This is an optimization exercise on Yosys and OpenROAD, whose aim is small area, a short achievable clock period and few clock cycles, not a production implementation.
Function was checked by simulation only, so behaviour that the tests miss may differ from the original.
Power is estimated from default activity; no workload was simulated.

==> raven <==
Design four_digit_calculator_core, start of the top module:
module four_digit_calculator_core (
    input  logic        aclk,
    input  logic        aresetn,
    input  logic        s_tvalid,
    output logic        s_tready,
    input  logic [7:0]  s_tdata,
    input  logic [1:0]  s_tuser,
    output logic        m_tvalid,
    input  logic        m_tready,
    output logic [31:0] m_tdata,
    output logic [3:0]  m_tuser
);
Settings: LEC_CHECK=0, CAP_MARGIN=20, CORE_MARGIN=2, CORE_UTILIZATION=40, CTS_BUF_LIST=sky130_fd_sc_hd__clkbuf_4 sky130_fd_sc_hd__clkbuf_8, CTS_CLUSTER_SIZE=30, PLACE_DENSITY=0.75, SETUP_SLACK_MARGIN=5, SLEW_MARGIN=20, TNS_END_PERCENT=5; clock period 10.0 ns.
run.sh (not shown) runs the stock make flow with config.mk's settings and CLKGATE_MAP_FILE= SYNTH_SCRIPT=/design/flow/synth_recipe.tcl, a recipe that flattens the netlist after the stock synthesis.
==> onyx: changes against raven <==
--- a/flow/design.v
+++ b/flow/design.v
@@ -25,18 +25,21 @@
     localparam logic [3:0] ST_MULFIN = 4'd2;
     localparam logic [3:0] ST_RED    = 4'd3;
     localparam logic [3:0] ST_NEG    = 4'd4;
     localparam logic [3:0] ST_DCMP   = 4'd5;
     localparam logic [3:0] ST_DIV    = 4'd6;
     localparam logic [3:0] ST_QNEG   = 4'd7;
     localparam logic [3:0] ST_MODFIN = 4'd8;
     localparam logic [3:0] ST_CHKW   = 4'd9;    
-    localparam logic DM_L = 1'b0;    
-    localparam logic DM_S = 1'b1;    
+    localparam logic [2:0] DM_L = 3'd0;    
+    localparam logic [2:0] DM_M = 3'd1;    
+    localparam logic [2:0] DM_S = 3'd2;    
+    localparam logic [2:0] DM_T = 3'd3;    
+    localparam logic [2:0] DM_U = 3'd4;    
     logic       q0_v;
     logic [5:0] q0;               
     logic [3:0] in_dig;
     logic       pop;
     assign in_dig   = (s_tdata[3:0] > 4'd9) ? 4'd9 : s_tdata[3:0];
     assign s_tready = !q0_v || pop;
     always_ff @(posedge aclk) begin
         if (!aresetn) begin
@@ -52,17 +55,17 @@
     logic [1:0]  opr;             
     logic [31:0] w;               
     logic [3:0]  st;
     logic [4:0]  cnt;
     logic [2:0]  bd;              
     logic        modr;            
     logic        negq;            
     logic        modd;            
-    logic        dm;              
+    logic [2:0]  dm;              
     logic        vld;             
     logic        show_a, show_e, name_r, fault_r;
     logic [1:0]  h_act;
     logic [3:0]  h_dig;
     logic        idle, out_free, exec;
     logic        h_digit, h_apply;
     assign h_act    = q0[5:4];
     assign h_dig    = q0[3:0];
@@ -145,17 +148,23 @@
     logic [31:0] x, y, k, s;
     logic        inv;
     logic        bneg;
     logic [13:0] dvs;
     logic        abit;
     assign bneg = bd[2] && !(bd[1] && bd[0]);
     assign dvs  = modd ? 14'd10000 : ent;
     always_comb begin
-        abit = (dm == DM_S) ? acc[13] : acc[31];
+        case (dm)
+            DM_L:    abit = acc[31];
+            DM_M:    abit = acc[23];
+            DM_S:    abit = acc[13];
+            DM_T:    abit = acc[7];
+            default: abit = acc[3];
+        endcase
     end
     logic sx_acc, sx_entd, sx_w4, sx_w, sx_wab;
     logic sy_ent, sy_ent2, sy_acc, sy_acc2, sy_dvs;
     logic sinv, sdiv, sk_dig, sk_mul, sk_fin, sk_red, sk_mod;
     always_comb begin
         x = ({32{sx_acc}}  & acc)
           | ({32{sx_entd}} & {15'd0, ent, h_dig[2:0]})        
           | ({32{sx_w4}}   & {w[29:0], 2'b00})
@@ -189,17 +198,17 @@
     logic  acc_lt_ent;
     assign acc_lt_ent = (acc[31:14] == 18'd0) && (acc[13:0] < ent);
     logic [31:0] acc_nx, w_nx;
     logic [13:0] ent_nx;
     logic [3:0]  st_nx;
     logic [4:0]  cnt_nx;
     logic [2:0]  bd_nx;
     logic        modr_nx, negq_nx, modd_nx;
-    logic        dm_nx;
+    logic [2:0]  dm_nx;
     logic        fin, fin_fault, divgo;
     always_comb begin
         acc_nx    = acc;
         w_nx      = s;            
         ent_nx    = ent;
         st_nx     = st;
         cnt_nx    = cnt;
         bd_nx     = bd;
@@ -318,17 +327,23 @@
                     st_nx  = ST_IDLE;
                     fin    = 1'b1;
                 end else begin
                     divgo = 1'b1;
                 end
             end
             ST_DIV: begin
                 w_nx   = s;
-                acc_nx = (dm == DM_S) ? {acc[31:14], acc[12:0], qb} : {acc[30:0], qb};
+                case (dm)
+                    DM_L:    acc_nx = {acc[30:0], qb};
+                    DM_M:    acc_nx = {acc[31:24], acc[22:0], qb};
+                    DM_S:    acc_nx = {acc[31:14], acc[12:0], qb};
+                    DM_T:    acc_nx = {acc[31:8], acc[6:0], qb};
+                    default: acc_nx = {acc[31:4], acc[2:0], qb};
+                endcase
                 cnt_nx = cnt - 5'd1;
                 if (cnt == 5'd0) begin
                     ent_nx = 14'd0;
                     if (modd)      st_nx = ST_MODFIN;
                     else if (negq) st_nx = ST_QNEG;
                     else begin
                         st_nx = ST_IDLE;
                         fin   = 1'b1;
@@ -355,20 +370,34 @@
             default: begin   
                 acc_nx = (st == ST_QNEG) ? s : s_small;
                 st_nx  = ST_IDLE;
                 fin    = 1'b1;
             end
         endcase
         if (divgo) begin
             st_nx = ST_DIV;
-            if (acc[31:14] != 18'd0) begin
+            if (acc[31:24] != 8'd0) begin
                 dm_nx  = DM_L;
                 cnt_nx = 5'd31;
                 w_nx   = 32'd0;
+            end else if (acc[23:14] != 10'd0) begin
+                dm_nx  = DM_M;
+                cnt_nx = 5'd23;
+                w_nx   = 32'd0;
+            end else if (ent[13:10] != 4'd0) begin
+                dm_nx  = DM_U;
+                cnt_nx = 5'd3;
+                w_nx   = {22'd0, acc[13:4]};
+                acc_nx = {acc[31:14], 10'd0, acc[3:0]};
+            end else if (ent[13:6] != 8'd0) begin
+                dm_nx  = DM_T;
+                cnt_nx = 5'd7;
+                w_nx   = {26'd0, acc[13:8]};
+                acc_nx = {acc[31:14], 6'd0, acc[7:0]};
             end else begin
                 dm_nx  = DM_S;
                 cnt_nx = 5'd13;
                 w_nx   = 32'd0;
             end
         end
     end
     logic [1:0] opr_nx, nh_act;
Settings changed: CTS_BUF_LIST sky130_fd_sc_hd__clkbuf_4 sky130_fd_sc_hd__clkbuf_8 to unset, CTS_CLUSTER_SIZE 30 to unset, PLACE_DENSITY 0.75 to unset.
==> qor summary <==
| metric | onyx | raven |
|---|---|---|
| Outcome | timing/DRC/antenna clean | timing/DRC/antenna clean |
| Clock Power | 0.672 mW | 0.514 mW |
| Placeable core area | 34630 sq um | 31640 sq um |
| Group drawing the most power | the clock network | combinational logic |
| Post-synth net total | 1964 | 1767 |
| Mux cell area share after synthesis | 1.896% | 1.944% |
| Minimum clock period | 4.975 ns | 4.957 ns |
| Ratio of final minimum period to clock period | 49.75% | 49.57% |
| GR Layer Usage met3 | 5.390% | 3.197% |
| Maximum number of pins on one net before global-route repair | 46 | 78 |
| Most instantiated library cell after synthesis | nor2_1 | nand2_1 |
| Fraction of area in registers | 20.22% | 22.35% |
| Internal | 1.046 mW | 1.713 mW |
| Uppermost metal layer occupied by signal nets | met5 | met4 |
| Inverters | 92 | 63 |
| Placer Congestion | 1.003 | 0.9903 |
| Compound-Gate Fraction of Synth Area | 33.08% | 29.89% |
| Area taken by multi-input logic gates | 10390 sq um | 9243 sq um |
| Fill cell instance count of the final layout | 3367 | 3056 |
| Synth cell types | 100 | 83 |
Testbench counts of raven, summed over its fixed seeds: cycles 4,700.
Testbench counts of onyx, summed over its fixed seeds: cycles 4,468.

-- what the ideal ports hide --
In the flow no input, the clock included, has a driving cell. The finished layouts below were timed again as built, in two steps. Step 1, drivers: a clkbuf_16 drives aclk and a buf_2 each remaining input, both assumed. Step 2 times the ports against the registers' clock, not the clock port: input delays grow and output delays shrink by t, the midpoint of the rising clock arrivals with the driver on. Slacks: ideal ports / drivers / drivers and shift; pairs: ideal ports / drivers.
run	t, ns	setup WS [ns]	worst hold slack (ns)	worst setup path after step 2	cell pins on the clock port's net
raven	0.500	5.043 / 5.041 / 4.598	0.462 / 0.462 / 0.462	input to register	1
onyx	0.485	5.025 / 5.010 / 4.592	0.499 / 0.499 / 0.499	input to register	1
After both steps every run listed still meets setup and hold. For raven, which loses most, drivers alone change the setup slack by -0.002 ns; drivers and shift together by -0.445 ns.
